This is an optimization exercise on Yosys and OpenROAD, whose aim is small area, a short achievable clock period and few clock cycles per item, not a production implementation. Function was checked by simulation only, so behaviour that the tests miss may differ from the original. Power and IR drop assume default switching activity.

==> flow/design.v <==
`timescale 1ns/1ps
`default_nettype none
module rv_decode
(
    input  logic        clk,
    input  logic        reset,
    input  logic        instr_valid,
    input  logic [31:0] instr,
    input  logic [31:0] instr_pc,
    input  logic        h_take,      
    output logic        h_valid,
    output logic [31:0] h_instr,
    output logic [31:0] h_pc
);
    logic        o_valid;
    logic [31:0] o_instr;
    logic [31:0] o_pc;
    logic        h_free;
    assign h_free = !h_valid || h_take;
    always_ff @(posedge clk) begin
        if (reset) begin
            h_valid <= 1'b0;
            o_valid <= 1'b0;
        end else begin
            if (h_free)
                h_valid <= o_valid || instr_valid;
            o_valid <= (o_valid && !h_free) || (instr_valid && (o_valid || !h_free));
        end
    end
    always_ff @(posedge clk) begin
        if (h_free) begin
            h_instr <= o_valid ? o_instr : instr;
            h_pc    <= o_valid ? o_pc : instr_pc;
        end
        if (instr_valid && (o_valid || !h_free)) begin
            o_instr <= instr;
            o_pc    <= instr_pc;
        end
    end
endmodule
`default_nettype wire
`timescale 1ns/1ps
`default_nettype none
module rv_execute
(
    input  logic [31:0] a,
    input  logic [31:0] b,        
    input  logic [4:0]  shamt,
    input  logic [8:0]  sel,      
    input  logic [31:0] pc,
    input  logic [19:0] timm,     
    input  logic [2:0]  f3,
    input  logic        sub,      
    input  logic        sra,      
    input  logic        k_alu,    
    input  logic        k_br,
    input  logic        k_jal,
    input  logic        k_jalr,
    output logic [31:0] value,
    output logic        taken,
    output logic [31:0] target
);
    logic [32:0] sum;
    logic        lt;
    logic        ltu;
    logic        eq;
    logic [31:0] sh_in;
    logic [31:0] shr;
    logic [31:0] shl;
    logic [31:0] pc4;
    logic [31:0] tsum;
    logic        cond;
    assign sum = {1'b0, a} + {1'b0, b} + {32'd0, sub};
    logic [31:0] cl [0:5];
    logic [31:0] ce [0:5];
    assign cl[0] = {1'b0, ~a[30:0] & ~b[30:0]};
    assign ce[0] = {1'b1, a[30:0] ^ b[30:0]};
    for (genvar l = 0; l < 5; l++) begin : g_cmp
        for (genvar i = 0; i < (32 >> (l + 1)); i++) begin : g_node
            assign cl[l+1][i] = cl[l][2*i+1] | (ce[l][2*i+1] & cl[l][2*i]);
            assign ce[l+1][i] = ce[l][2*i+1] & ce[l][2*i];
        end
        for (genvar i = (32 >> (l + 1)); i < 32; i++) begin : g_pad
            assign cl[l+1][i] = 1'b0;
            assign ce[l+1][i] = 1'b0;
        end
    end
    assign ltu = (~a[31] & ~b[31]) | ((a[31] ^ b[31]) & cl[5][0]);
    assign lt  = (a[31] & b[31]) | ((a[31] ^ b[31]) & cl[5][0]);
    assign eq  = (a[31] ^ b[31]) & ce[5][0];
    always_comb begin
        for (int i = 0; i < 32; i++)
            sh_in[i] = (f3[2] ? a[i] : a[31-i]);
    end
    assign shr = 32'($signed({sra & a[31], sh_in}) >>> shamt);
    always_comb begin
        for (int i = 0; i < 32; i++)
            shl[i] = shr[31-i];
    end
    assign pc4 = pc + 32'd4;
    assign value = ({32{sel[0]}} & sum[31:0]) |
                   ({32{sel[1]}} & shl) |
                   {31'd0, sel[2] & lt} |
                   {31'd0, sel[3] & ltu} |
                   ({32{sel[4]}} & (a ^ b)) |
                   ({32{sel[5]}} & shr) |
                   ({32{sel[6]}} & (a | b)) |
                   ({32{sel[7]}} & (a & b)) |
                   ({32{sel[8]}} & pc4);
    always_comb begin
        case (f3)
            3'd0: cond = eq;
            3'd1: cond = !eq;
            3'd4: cond = lt;
            3'd5: cond = !lt;
            3'd6: cond = ltu;
            default: cond = !ltu;
        endcase
        taken = (k_br && cond) || k_jal || k_jalr;
    end
    assign tsum = pc + {{11{timm[19]}}, timm, 1'b0};
    always_comb begin
        if (k_jalr)
            target = {sum[31:1], 1'b0};
        else if (k_br || k_jal)
            target = tsum;
        else
            target = '0;
    end
endmodule
`default_nettype wire
`timescale 1ns/1ps
`default_nettype none
module rv_result
(
    input  logic        clk,
    input  logic        reset,
    input  logic        we,
    input  logic [4:0]  waddr,
    input  logic [31:0] wdata,
    input  logic [4:0]  raddr1,
    input  logic [4:0]  raddr2,
    output logic [31:0] rdata1,
    output logic [31:0] rdata2
);
    logic [31:0] regs [1:31];
    logic [31:1] written;
    logic [31:1] wsel;
    always_comb begin
        for (int i = 1; i < 32; i++)
            wsel[i] = we && (waddr == 5'(i));
    end
    always_ff @(posedge clk) begin
        if (reset)
            written <= '0;
        else
            written <= written | wsel;
    end
    always_ff @(posedge clk) begin
        for (int i = 1; i < 32; i++)
            if (wsel[i])
                regs[i] <= wdata;
    end
    always_comb begin
        rdata1 = '0;
        rdata2 = '0;
        for (int i = 1; i < 32; i++) begin
            rdata1 = rdata1 | (regs[i] & {32{raddr1 == 5'(i) && written[i]}});
            rdata2 = rdata2 | (regs[i] & {32{raddr2 == 5'(i) && written[i]}});
        end
    end
endmodule
`default_nettype wire
`timescale 1ns/1ps
`default_nettype none
module rv_core
(
    input  logic                  clk,
    input  logic                  reset,
    input  logic                  instr_valid,
    input  logic [31:0]           instr,
    input  logic [32-1:0]   instr_pc,
    output logic                  in_credit,
    input  logic                  out_credit,
    output logic                  res_valid,
    output logic [5-1:0] res_rd,
    output logic [32-1:0]   res_value,
    output logic                  res_wb,
    output logic                  res_br_taken,
    output logic [32-1:0]   res_target,
    output logic [32-1:0]   res_pc,
    output logic                  res_illegal
);
    logic                    out_valid;
    logic [16-1:0] credits;
    logic                    out_adv;    
    logic                    e_valid;
    logic                    e_free;     
    logic                    h_valid;
    logic [31:0]             h_instr;
    logic [31:0]             h_pc;
    logic                    oc_q;       
    logic                    rv_q;       
    logic [16-1:0] credits_d;
    logic                    out_valid_d;
    assign res_valid   = rv_q;
    assign in_credit   = rv_q;
    assign out_adv     = !out_valid || rv_q;
    assign e_free      = !e_valid || out_adv;
    assign credits_d   = credits + 16'(oc_q) - 16'(rv_q);
    assign out_valid_d = out_adv ? e_valid : out_valid;
    always_ff @(posedge clk) begin
        if (reset) begin
            out_valid <= 1'b0;
            e_valid   <= 1'b0;
            credits   <= '0;
            oc_q      <= 1'b0;
            rv_q      <= 1'b0;
        end else begin
            out_valid <= out_valid_d;
            if (e_free)
                e_valid <= h_valid;
            credits <= credits_d;
            oc_q    <= out_credit;
            rv_q    <= out_valid_d && (credits_d != '0);
        end
    end
    rv_decode rv_decode_inst (
        .clk         (clk),
        .reset       (reset),
        .instr_valid (instr_valid),
        .instr       (instr),
        .instr_pc    (instr_pc),
        .h_take      (e_free),
        .h_valid     (h_valid),
        .h_instr     (h_instr),
        .h_pc        (h_pc)
    );
    logic [6:0]  h_opc;
    logic [2:0]  h_f3;
    logic        h_f7alt;
    logic [4:0]  h_rs1;
    logic [4:0]  h_rs2;
    logic        d_op, d_opimm, d_lui, d_br, d_jal, d_jalr;
    logic        d_alu;
    logic        d_use1, d_use2;
    logic [31:0] d_imm;       
    logic [19:0] d_timm;
    logic [2:0]  d_f3;
    logic        d_sub, d_sra;
    logic        d_wr;        
    assign h_opc   = h_instr[6:0];
    assign h_f3    = h_instr[14:12];
    assign h_f7alt = (h_instr[31:25] == 7'b0100000);
    assign h_rs1   = h_instr[19:15];
    assign h_rs2   = h_instr[24:20];
    assign d_op    = (h_opc == 7'b0110011);
    assign d_opimm = (h_opc == 7'b0010011);
    assign d_lui   = (h_opc == 7'b0110111);
    assign d_br    = (h_opc == 7'b1100011) && (h_f3[2:1] != 2'b01);
    assign d_jal   = (h_opc == 7'b1101111);
    assign d_jalr  = (h_opc == 7'b1100111);
    assign d_alu   = d_op || d_opimm || d_lui;
    assign d_use1  = d_op || d_opimm || d_br || d_jalr;
    assign d_use2  = d_op || d_br;
    assign d_wr    = (d_alu || d_jal || d_jalr) && (h_instr[11:7] != 5'd0);
    assign d_imm   = d_lui ? {h_instr[31:12], 12'b0} : {{20{h_instr[31]}}, h_instr[31:20]};
    assign d_timm  = d_br ? {{9{h_instr[31]}}, h_instr[7], h_instr[30:25], h_instr[11:8]}
                          : {h_instr[31], h_instr[19:12], h_instr[20], h_instr[30:21]};
    assign d_f3    = d_lui ? 3'd0 : h_f3;
    assign d_sub   = d_br || (d_op && h_f3 == 3'd0 && h_f7alt) ||
                     ((d_op || d_opimm) && h_f3[2:1] == 2'b01);
    assign d_sra   = h_f7alt && h_f3 == 3'd5;
    logic [31:0] e_a;
    logic [31:0] e_b;
    logic [31:0] e_pc;
    logic [19:0] e_timm;
    logic [4:0]  e_rd;
    logic [2:0]  e_f3;
    logic        e_sub, e_sra;
    logic [4:0]  e_shamt;
    logic [8:0]  e_sel;
    logic        e_alu, e_br, e_jal, e_jalr, e_ill, e_wr;
    logic [8:0]  d_sel;
    logic [31:0] x_value;
    logic        x_taken;
    logic [31:0] x_target;
    logic [31:0] rf_a;
    logic [31:0] rf_b;
    logic        fwd_a, fwd_b;
    logic [31:0] n_a, n_b;
    logic wb_pend;
    always_ff @(posedge clk) begin
        if (reset)
            wb_pend <= 1'b0;
        else
            wb_pend <= e_valid && out_adv && e_wr;
    end
    rv_result rv_regfile_inst (
        .clk    (clk),
        .reset  (reset),
        .we     (wb_pend),
        .waddr  (res_rd),
        .wdata  (res_value),
        .raddr1 (h_rs1),
        .raddr2 (h_rs2),
        .rdata1 (rf_a),
        .rdata2 (rf_b)
    );
    logic        fwd_oa, fwd_ob;
    logic [31:0] r_a, r_b;
    assign fwd_a  = e_valid && e_wr && (e_rd == h_rs1) && d_use1;
    assign fwd_b  = e_valid && e_wr && (e_rd == h_rs2) && d_use2;
    assign fwd_oa = wb_pend && (res_rd == h_rs1);
    assign fwd_ob = wb_pend && (res_rd == h_rs2);
    assign r_a    = fwd_oa ? res_value : rf_a;
    assign r_b    = fwd_ob ? res_value : rf_b;
    assign n_a    = fwd_a ? x_value : (d_use1 ? r_a : '0);
    assign n_b    = fwd_b ? x_value : (d_use2 ? r_b : d_imm);
    always_comb begin
        d_sel = '0;
        if (d_alu)
            d_sel[d_f3] = 1'b1;
        d_sel[8] = d_jal || d_jalr;
    end
    always_ff @(posedge clk) begin
        if (e_free) begin
            e_a    <= n_a;
            e_b    <= n_b ^ {32{d_sub}};
            e_shamt <= n_b[4:0];
            e_sel  <= d_sel;
            e_pc   <= h_pc;
            e_timm <= d_timm;
            e_rd   <= h_instr[11:7];
            e_f3   <= d_f3;
            e_sub  <= d_sub;
            e_sra  <= d_sra;
            e_alu  <= d_alu;
            e_br   <= d_br;
            e_jal  <= d_jal;
            e_jalr <= d_jalr;
            e_ill  <= !(d_alu || d_br || d_jal || d_jalr);
            e_wr   <= d_wr;
        end
    end
    rv_execute rv_execute_inst (
        .a      (e_a),
        .b      (e_b),
        .pc     (e_pc),
        .timm   (e_timm),
        .f3     (e_f3),
        .sub    (e_sub),
        .shamt  (e_shamt),
        .sel    (e_sel),
        .sra    (e_sra),
        .k_alu  (e_alu),
        .k_br   (e_br),
        .k_jal  (e_jal),
        .k_jalr (e_jalr),
        .value  (x_value),
        .taken  (x_taken),
        .target (x_target)
    );
    always_ff @(posedge clk) begin
        if (out_adv) begin
            res_rd       <= e_rd;
            res_value    <= x_value;
            res_wb       <= e_alu || e_jal || e_jalr;
            res_br_taken <= x_taken;
            res_target   <= x_target;
            res_pc       <= e_pc;
            res_illegal  <= e_ill;
        end
    end
endmodule
`default_nettype wire
==> flow/run.sh <==
#!/bin/bash
# synth_recipe.tcl (not shown) runs the flow's synth.tcl, then flattens the netlist and writes it again
# the make line also repeats each setting of config.mk as NAME=value (left out here)
make -C /OpenROAD-flow-scripts/flow DESIGN_CONFIG=/design/flow/config.mk WORK_HOME=/design/flow/orfs CLKGATE_MAP_FILE= SYNTH_SCRIPT=/design/flow/synth_recipe.tcl finish
==> flow/config.mk <==
export PLATFORM = sky130hd
export DESIGN_NAME = rv_core
export DESIGN_NICKNAME = rv_core
export VERILOG_FILES = /design/flow/design.v
export SDC_FILE = /design/flow/constraint.sdc
export NUM_CORES = 4
export LEC_CHECK = 0
export CAP_MARGIN = 20
export CORE_MARGIN = 2
export CORE_UTILIZATION = 40
export PLACE_DENSITY = 0.6
export SETUP_SLACK_MARGIN = 5
export SLEW_MARGIN = 20
==> flow/constraint.sdc <==
create_clock -name core_clock -period 9.0 [get_ports {clk}]
set_input_delay 1.8000 -clock core_clock [delete_from_list [all_inputs] [get_ports {clk}]]
set_output_delay 1.8000 -clock core_clock [all_outputs]
set_load 0.01 [all_outputs]
==> results of run 1 <==
## flip-flops by register name, summed over array words and instances (netlist names), 9 cells and up
signal and flops:
res_pc 32, e_pc 32, credits 16, rv_decode_inst.o_instr 32
res_value 32, res_target 32, e_timm 20, rv_regfile_inst.written 31
e_a 32, e_b 32, rv_regfile_inst.regs 992, rv_decode_inst.h_instr 32
rv_decode_inst.o_pc 32, e_sel 9, rv_decode_inst.h_pc 32
## critical path, delay by kind of cell (launching register included)
family / cells / cell delay (ps)
AOI/OAI and AO/OA: 3 / 1480
and+or+nand+nor: 5 / 1230
DFF: 1 / 740
buffers and inverters: 1 / 450
## layout by cell type (no fill, tap or decap), types with 51 or more instances in the layout
master,Yosys,layout
a21oi_1,153,144
a221oi_1,227,223
xnor2_1,90,90
nor3_1,60,53
nand4_1,130,130
nand2_1,239,238
a21o_1,63,63
clkbuf_16,0,156
a22oi_1,466,466
inv_1,128,126
xor2_1,51,51
ha_1,114,110
nor2_1,252,220
nand3_1,137,134
a222oi_1,67,67
mux4_2,60,60
edfxtp_1,1370,1370
dfxtp_1,54,53
o21ai_0,126,119
clkdlybuf4s50_1,0,164
buf_4,8,216
a22o_1,223,223
mux2_2,80,80
## synthesized netlist by cell type, types with 63 or more instances
master and instances:
a222oi_1 67, o21ai_0 126, ha_1 114, a22oi_1 466
and3_1 93, nand4_1 130, nor2_1 252, xnor2_1 90
a22o_1 223, a21o_1 63, a21oi_1 153, mux2_2 80
inv_1 128, nand3_1 137, a221oi_1 227, nand2_1 239
edfxtp_1 1370, clkbuf_1 318
## per-layer routing
metal	vias to the layer above	routed length [um]	part of all wire (%)	GRT usage (%)
met1	27540	107500	33	43.79
met5	-	437	0.14	1.695
met2	6060	131700	41	51.23
li1	21430	-	-	-
met3	1874	52320	16	14.83
met4	12	29330	9.1	24.24
## repair_timing
action / in CTS / in global routing
pin swaps: 6 / 6
setup endpoints to repair: 89 / 77
gates resized for setup: 93 / 77
cloned: 1 / 2
buffers inserted: 39 / 31
## layout make-up
cell class                 count  area, um^2
antenna                       14       35.03
fill                       14700       89940
tap                         2218        2775
clock buffer                 185        3970
timing repair buffer         428        3866
multi-input combinational   3180       24710
sequential                  1424       42220
inverter                     134       509.2
clock inverter                95        1071
## worst max-delay path by stage
stage | from | endpoint | cells after the start
2_1_floorplan | instr_valid | rv_decode_inst.o_instr[0] | 1
3_3_place_gp | e_a[0] | e_b[26] | 13
3_5_place_dp | e_a[14] | e_b[27] | 11
4_1_cts | rv_decode_inst.h_instr[17] | e_a[24] | 6
5_1_grt | rv_decode_inst.h_instr[19] | e_a[5] | 10
6_report | rv_decode_inst.h_instr[19] | e_a[3] | 9
## power by group through the flow
stage               Combinational [mW]  Clock, mW  Sequential, mW
CTS                               1.37       6.39            7.57
floorplan                        0.775          0            7.75
detailed placement                1.32          0            7.72
finish                            1.42       6.40            7.57
global placement                  1.30          0            7.73
global route                      1.52       6.67            7.58
## kinds of logic (layout without fill, tap and decap cells)
family / count (synthesis) / after routing / synth area share [%]
compound gates: 1625 / 1625 / 18.30
flops: 1424 / 1424 / 62.10
simple gates: 1101 / 1101 / 8.180
buf+inv: 531 / 842 / 3.049
mux: 195 / 195 / 4.337
xor+xnor: 141 / 141 / 1.816
fa+ha+maj: 118 / 118 / 2.216
other cells: 0 / 14 / 0
==> key figures, run 1 <==
Run status
  – Outcome: complete, no violations

Clocking
  – Hold_buf cts: 0
  – Worst skew pair latency: 850 ps
  – Maximum clock path buffer count: 3
  – Worst-path clk slew: 60 ps
  – CTS tree: built
  – CTS buffer count: 153
  – Root Driver: clkbuf_16
  – H-tree Lvls: 4
  – # clock sinks: 1424

Place
  – Worst slack, placed: 4266 ps
  – Placed Area: 72730 um^2
  – Final HPWL DP: 186700 um
  – Buffers on Ports: 173
  – Dpl cells: 7311
  – GPL Wtd Cong: 0.9670

Floorplan
  – Core Area: 169100 um^2
  – Die Ht: 416.3 um
  – Rows: 151
  – Die width: 416.3 um
  – Initial Util: 40.21%
  – Die area: 173300 um^2
  – Ports: 174

Routing
  – Via-per-instance ratio: 7.413
  – Drc violations: 0
  – Detail Route Antenna Nets: 0
  – Wirelength per Cell: 41.85 um
  – Vias: 56910
  – WL final: 321300 um
  – Iter 0 DRT Violations: 13270
  – DRT Pass-1 Iters: 11

Setup path
  – CP peak stage delay: 880 ps
  – Crit-path cells: and3b_1 > and3_2 > buf_4 > a221oi_1 > nand3_1 > nor2_1 > nand4_1 > o221ai_1 > a21oi_1
  – Arrival time worst endpoint: 4740 ps
  – RR Startpoint: rv_decode_inst.h_instr[19]
  – Reg2reg path depth: 9
  – Crit path kind: flip-flop to flip-flop
  – Crit-path slowest cell: o221ai_1
  – CP required: 9490 ps
  – Crit-path max FO: 20
  – Startpoint types: flip-flop
  – FF-to-FF setup slack: 4750 ps
  – Reg-to-Reg End: e_a[3]
  – CP endpoint kind: flip-flop

STA
  – Hold_ws: 404.4 ps
  – Worst rel slew slack: 17.04%
  – Worst-Margin Slew: 1244 ps
  – Hold Vio Cnt, Final: 0
  – Endpoints failing setup: 0
  – Crit share post-route: 47.19%
  – Final WS setup: 4753 ps
  – Max-slew violations: 0
  – Min cycle time layout: 4247 ps
  – Setup TNS: 0 ps
  – RSZ-0062 raised after global routing: true
  – Max Clock Skew: 100.9 ps
  – Max frequency: 235.4 MHz

GRT
  – GRT overflow: 0
  – Tot GR Track Use: 35.77%
  – Initial antenna violation count: 14
  – Largest net degree at the start of global routing: 85
  – Global-route wire length before repair: 431500 um
  – Number of global-route vias before repair: 52770

Logic synthesis
  – Post-Syn Instances: 5135
  – Number of flops mapped to enable cells by yosys: 1370
  – Ys flop type: edfxtp_1
  – Synth Area per Inst: 13.24 um^2
  – Async SR Flop Fraction: 0%
  – Synth area leader: edfxtp_1
  – Syn. warnings: 7
  – Count of different cell masters after synthesis: 88
  – Yosys reg bits: 1424
  – Mapped Nets: 5321
  – Seq/Total Area, Yosys: 62.10%
  – Netlist Area Pre-Place: 67990 um^2
  – Largest cells by area after synthesis: edfxtp_1 61%, a22oi_1 5.1%, a221oi_1 2.9%, a22o_1 2.9%, ha_1 2.1%
  – Synth top area share: 60.51%

Power and ir drop
  – Internal: 11.58 mW
  – P_sw: 3.801 mW
  – Final total power: 15.38 mW
  – Comb power frac: 9.2%
  – P per Cell Area: 194.3 nW/um^2
  – IR drop worst, VDD: 0.2340 mV
  – Sequential power share: 49.2%
  – Static leakage: 27.03 nW
  – Switching Share: 24.71%
  – Clock power share: 41.6%

Finish
  – Area added between synthesis and finish: 16.42%
  – Fin cells: 7678
  – Final Net Count: 5507
  – Utilization after layout: 46.81%
  – Finished Cell Area: 79160 um^2
  – Layout cells sized above 1: 15.24%

Worst hold path
  – Min-delay worst type: flip-flop to flip-flop
  – Min-Delay Path Depth: 0
  – Hold Path Origin: e_ill
  – Hold path endpoint: res_illegal

Run
  – Max Cap Violations: 0
Testbench counts, summed over its fixed seeds: cycles 16,024, instrs 16,000.
==> inputs of run 2 (changes only) <==
==> flow/flow/run.sh (new file) <==
#!/bin/bash
# Own layout flow: the standard layout (standard.sh, unchanged synthesis) with some
# placement, clock tree and repair settings changed:
#  - ports are buffered with sky130_fd_sc_hd__buf_2 instead of the default delay buffer
#  - clock tree: clkbuf_8 buffers, sinks clustered by 16 within 50 um, no dummy loads
# The clock period and constraints are the standard flow's own (constraint.sdc, config.mk).
# make's output goes to make_finish.log; each ORFS step logs under orfs/logs/.
set -euo pipefail
bash standard.sh SETUP_SLACK_MARGIN=5.5 \
  'BUFFER_PORTS_ARGS=-buffer_cell sky130_fd_sc_hd__buf_2' \
  'CTS_ARGS=-sink_clustering_enable -repair_clock_nets -sink_clustering_size 16 -sink_clustering_max_diameter 50 -buf_list sky130_fd_sc_hd__clkbuf_8 -dont_use_dummy_load' \
  finish > make_finish.log 2>&1
==> flow/standard.sh (new file) <==
#!/bin/bash
# synth_recipe.tcl (not shown) runs the flow's synth.tcl, then flattens the netlist and writes it again
# the make line also repeats each setting of config.mk as NAME=value (left out here)
make -C /OpenROAD-flow-scripts/flow DESIGN_CONFIG=/design/flow/config.mk WORK_HOME=/design/flow/orfs CLKGATE_MAP_FILE= SYNTH_SCRIPT=/design/flow/synth_recipe.tcl "${@:-finish}"
removed: flow/run.sh
==> run 2 against run 1 <==
Effect of this change: still clean on timing, DRC and antenna; first-iteration DRC count is 7.5% higher; global-route usage grew 0.69 points; area after synthesis is the same; clock skew increased by 47 ps; worst setup slack better by 460 ps; via count rose by 3.5%; flip-flop and latch count is the same; largest cell class unchanged.
==> key figures, run 2 <==
Run status
  – Outcome: complete, no violations (unchanged)

Routing
  – Vias: 58880 (was 56910)
  – WL final: 332100 um (was 321300 um)
  – Top sig layer: met5 (unchanged)
  – Wl on met1: 107800 um (was 107500 um)
  – Detail Route Antenna Nets: 0 (unchanged)
  – Met2 WL post-DR: 133100 um (was 131700 um)
  – Wirelength per Cell: 42.37 um (was 41.85 um)
  – Via-per-instance ratio: 7.513 (was 7.413)
  – Drc violations: 0 (unchanged)
  – DRT Pass-1 Iters: 14 (was 11)
  – WL met3: 57610 um (was 52320 um)
  – Iter 0 DRT Violations: 14270 (was 13270)

Finish
  – Area of the multi-input gates: 26150 um^2 (was 24710 um^2)
  – Fin cells: 7838 (was 7678)
  – Finished Cell Area: 80490 um^2 (was 79160 um^2)
  – Utilization after layout: 47.60% (was 46.81%)
  – Commonest cells after routing, fill and taps aside: 1370 x edfxtp_1, 465 x a22oi_1, 413 x buf_4 (was 1370 x edfxtp_1, 466 x a22oi_1, 238 x nand2_1)
  – Max reg flops: 992 (unchanged)
  – Final Net Count: 5801 (was 5507)
  – Register area: 42220 um^2 (about the same)
  – Largest Register: rv_regfile_inst.regs (unchanged)
  – Filler cells: 14650 (was 14700)
  – Commonest non-fill, non-tap cell in the layout: edfxtp_1 (unchanged)
  – Area added between synthesis and finish: 18.39% (was 16.42%)
  – Layout cells sized above 1: 25.01% (was 15.24%)

STA
  – Worst rel slew slack: 17.03% (was 17.04%)
  – Max Clock Skew: 148.4 ps (was 100.9 ps)
  – Min cycle time layout: 3788 ps (was 4247 ps)
  – Endpoints failing setup: 0 (unchanged)
  – RSZ-0062 raised after global routing: true (unchanged)
  – Max frequency: 264.0 MHz (was 235.4 MHz)
  – Max-slew violations: 0 (unchanged)
  – Setup TNS: 0 ps (unchanged)
  – Hold_ws: 396.8 ps (was 404.4 ps)
  – Final WS setup: 5212 ps (was 4753 ps)
  – Worst-Margin Slew: 1244 ps (about the same)
  – Crit share post-route: 42.09% (was 47.19%)
  – Hold Vio Cnt, Final: 0 (unchanged)

Setup path
  – CP peak stage delay: 550 ps (was 880 ps)
  – Crit path kind: flip-flop to flip-flop (unchanged)
  – CP endpoint kind: flip-flop (unchanged)
  – Crit-path slowest cell: a211oi_1 (was o221ai_1)
  – CP required: 9750 ps (was 9490 ps)
  – Startpoint types: flip-flop (unchanged)
  – Arrival time worst endpoint: 4540 ps (was 4740 ps)
  – Crit-path max FO: 18 (was 20)
  – Crit-path cells: buf_4 > nor2_1 > and3_2 > buf_4 > buf_6 > a22o_1 > a221oi_1 > nand4_1 > nor3_1 > a211oi_1 > a21oi_1 > a21oi_1 (was and3b_1 > and3_2 > buf_4 > a221oi_1 > nand3_1 > nor2_1 > nand4_1 > o221ai_1 > a21oi_1)

GRT
  – Number of global-route vias before repair: 53650 (was 52770)
  – GRT overflow: 0 (unchanged)
  – Initial antenna violation count: 24 (was 14)
  – Global-route wire length before repair: 439300 um (was 431500 um)
  – Tot GR Track Use: 36.46% (was 35.77%)
  – Largest net degree at the start of global routing: 75 (was 85)

Logic synthesis
  – Seq/Total Area, Yosys: 62.10% (unchanged)
  – Ys flop type: edfxtp_1 (unchanged)
  – Top post-synthesis cells by count: 1370 x edfxtp_1, 466 x a22oi_1, 318 x clkbuf_1 (unchanged)
  – Number of flops mapped to enable cells by yosys: 1370 (unchanged)
  – Mapped Nets: 5321 (unchanged)
  – Most numerous cell in the Yosys netlist: edfxtp_1 (unchanged)
  – Count of different cell masters after synthesis: 88 (unchanged)
  – Syn. warnings: 7 (unchanged)
  – Netlist Area Pre-Place: 67990 um^2 (unchanged)
  – Synth Area per Inst: 13.24 um^2 (unchanged)
  – Yosys reg bits: 1424 (unchanged)
  – Synth area leader: edfxtp_1 (unchanged)
  – Post-Syn Instances: 5135 (unchanged)
  – Async SR Flop Fraction: 0% (unchanged)
  – Largest cells by area after synthesis: edfxtp_1 61%, a22oi_1 5.1%, a221oi_1 2.9%, a22o_1 2.9%, ha_1 2.1% (unchanged)
  – Synth top area share: 60.51% (unchanged)

Floorplan
  – Die Ht: 416.3 um (unchanged)
  – Rows: 151 (unchanged)
  – Die width: 416.3 um (unchanged)
  – Die area: 173300 um^2 (unchanged)
  – Initial Util: 40.21% (unchanged)
  – Core Area: 169100 um^2 (unchanged)
  – Ports: 174 (unchanged)

Place
  – Final HPWL DP: 183700 um (was 186700 um)
  – Dpl cells: 7314 (was 7311)
  – Placed Area: 71880 um^2 (was 72730 um^2)
  – GPL Wtd Cong: 0.9957 (was 0.9670)
  – Worst slack, placed: 4398 ps (was 4266 ps)
  – Buffers on Ports: 173 (unchanged)

Run
  – Max Cap Violations: 0 (unchanged)

Power and ir drop
  – Final total power: 12.82 mW (was 15.38 mW)
  – Switching Share: 25.48% (was 24.71%)
  – P per Cell Area: 159.3 nW/um^2 (was 194.3 nW/um^2)
  – Comb power frac: 13.2% (was 9.2%)
  – Static leakage: 27.99 nW (was 27.03 nW)
  – P_sw: 3.268 mW (was 3.801 mW)
  – Sequential power share: 58.9% (was 49.2%)
  – IR drop worst, VDD: 0.1693 mV (was 0.2340 mV)
  – Internal: 9.556 mW (was 11.58 mW)
  – Clock power share: 27.9% (was 41.6%)

Clocking
  – H-tree Lvls: 4 (unchanged)
  – Maximum clock path buffer count: 3 (unchanged)
  – Hold_buf cts: 0 (unchanged)
  – Worst skew pair latency: 950 ps (was 850 ps)
  – CTS buffer count: 142 (was 153)
  – Worst-path clk slew: 100 ps (was 60 ps)
  – Root Driver: clkbuf_8 (was clkbuf_16)
  – CTS tree: built (unchanged)
  – # clock sinks: 1424 (unchanged)

Worst hold path
  – Min-delay worst type: flip-flop to flip-flop (unchanged)
==> run 2: cell counts after synthesis <==
Identical to the previous run, type by type.
==> run 2: critical path, delay by kind of cell (launching register included) <==
family	cells	cell delay, ps
compound gates	5	1080
buf+inv	3	1010
flops	1	520
simple gates	4	940
==> run 2: kinds of logic after synthesis <==
kind of cell             Yosys count  synth area share (%)
AO/OA/AOI/OAI                   1625                 18.30
adder cells (fa/ha/maj)          118                 2.216
buffers and inverters            531                 3.049
multiplexers                     195                 4.337
AND/OR/NAND/NOR                 1101                 8.180
flip-flops                      1424                 62.10
XOR/XNOR                         141                 1.816
==> run 2: layout make-up <==
class	instances	share of cell area [%]
flip-flops and latches	1424	52.45
well taps	2218	3.448
multi-input cells	3182	32.48
diodes	7	0.02176
repair buffers	731	8.524
clock buffers	142	2.428
inverters	134	0.6435
==> run 2: power by group through the flow <==
stage / Clock, mW / Combinational, mW / Sequential (mW)
final: 3.57 / 1.70 / 7.55
after floorplan: 0 / 0.775 / 7.75
after detailed placement: 0 / 1.26 / 7.72
after global routing: 3.80 / 1.79 / 7.56
after CTS: 3.57 / 1.51 / 7.55
after global placement: 0 / 1.24 / 7.72
==> run 2: layer usage <==
layer | global-route usage (%) | up-vias
li1 | - | 21880
met1 | 43.16 | 28290
met2 | 51.84 | 6512
met3 | 17.26 | 2170
met4 | 25.87 | 36
met5 | 0.8058 | -
==> run 2: final timing paths <==
| check | cells after the start | end | start | slack, ps |
|---|---|---|---|---|
| min reg2reg | 0 | e_pc[20] | rv_decode_inst.h_pc[20] | 400 |
| min | 0 | e_pc[20] | rv_decode_inst.h_pc[20] | 400 |
| max | 12 | e_a[29] | rv_decode_inst.h_instr[16] | 5210 |
| max reg2reg | 12 | e_a[29] | rv_decode_inst.h_instr[16] | 5210 |
==> run 2: what timing repair did <==
item,CTS,global route
pin swaps,52,82
endpoints found under the setup margin,154,103
cloned,23,11
resized for setup,407,270
setup buffers,202,139

## re-timing with driven ports
The results above use ideal ports. As a check the final layouts listed here were re-extracted and re-timed, cells and wires unchanged.
Step 1 (the two cells are an assumption about what drives the block):
set clk [get_ports {clk}]
set_driving_cell -lib_cell sky130_fd_sc_hd__clkbuf_16 $clk
set_driving_cell -lib_cell sky130_fd_sc_hd__buf_2 [delete_from_list [all_inputs] $clk]
Step 2 also shifts input and output timing later by t, the mid clock arrival at the registers, as if the neighbouring blocks saw the same clock.
a / b / c = ideal ports / drivers / drivers and shift; a / b = the first two.
run | t (ns) | slack for setup (ns) | hold WS [ns] | clock arrival spread, ns | worst data-port slew with drivers (ns)
run 1 | 0.890 | 4.753 / 4.753 / 4.753 | 0.404 / 0.404 / 0.404 | 0.104 / 0.104 | 0.05
run 2 | 0.962 | 5.212 / 5.212 / 5.212 | 0.397 / 0.397 / 0.397 | 0.153 / 0.153 | 0.05
After both steps setup and hold are still met in every run listed.
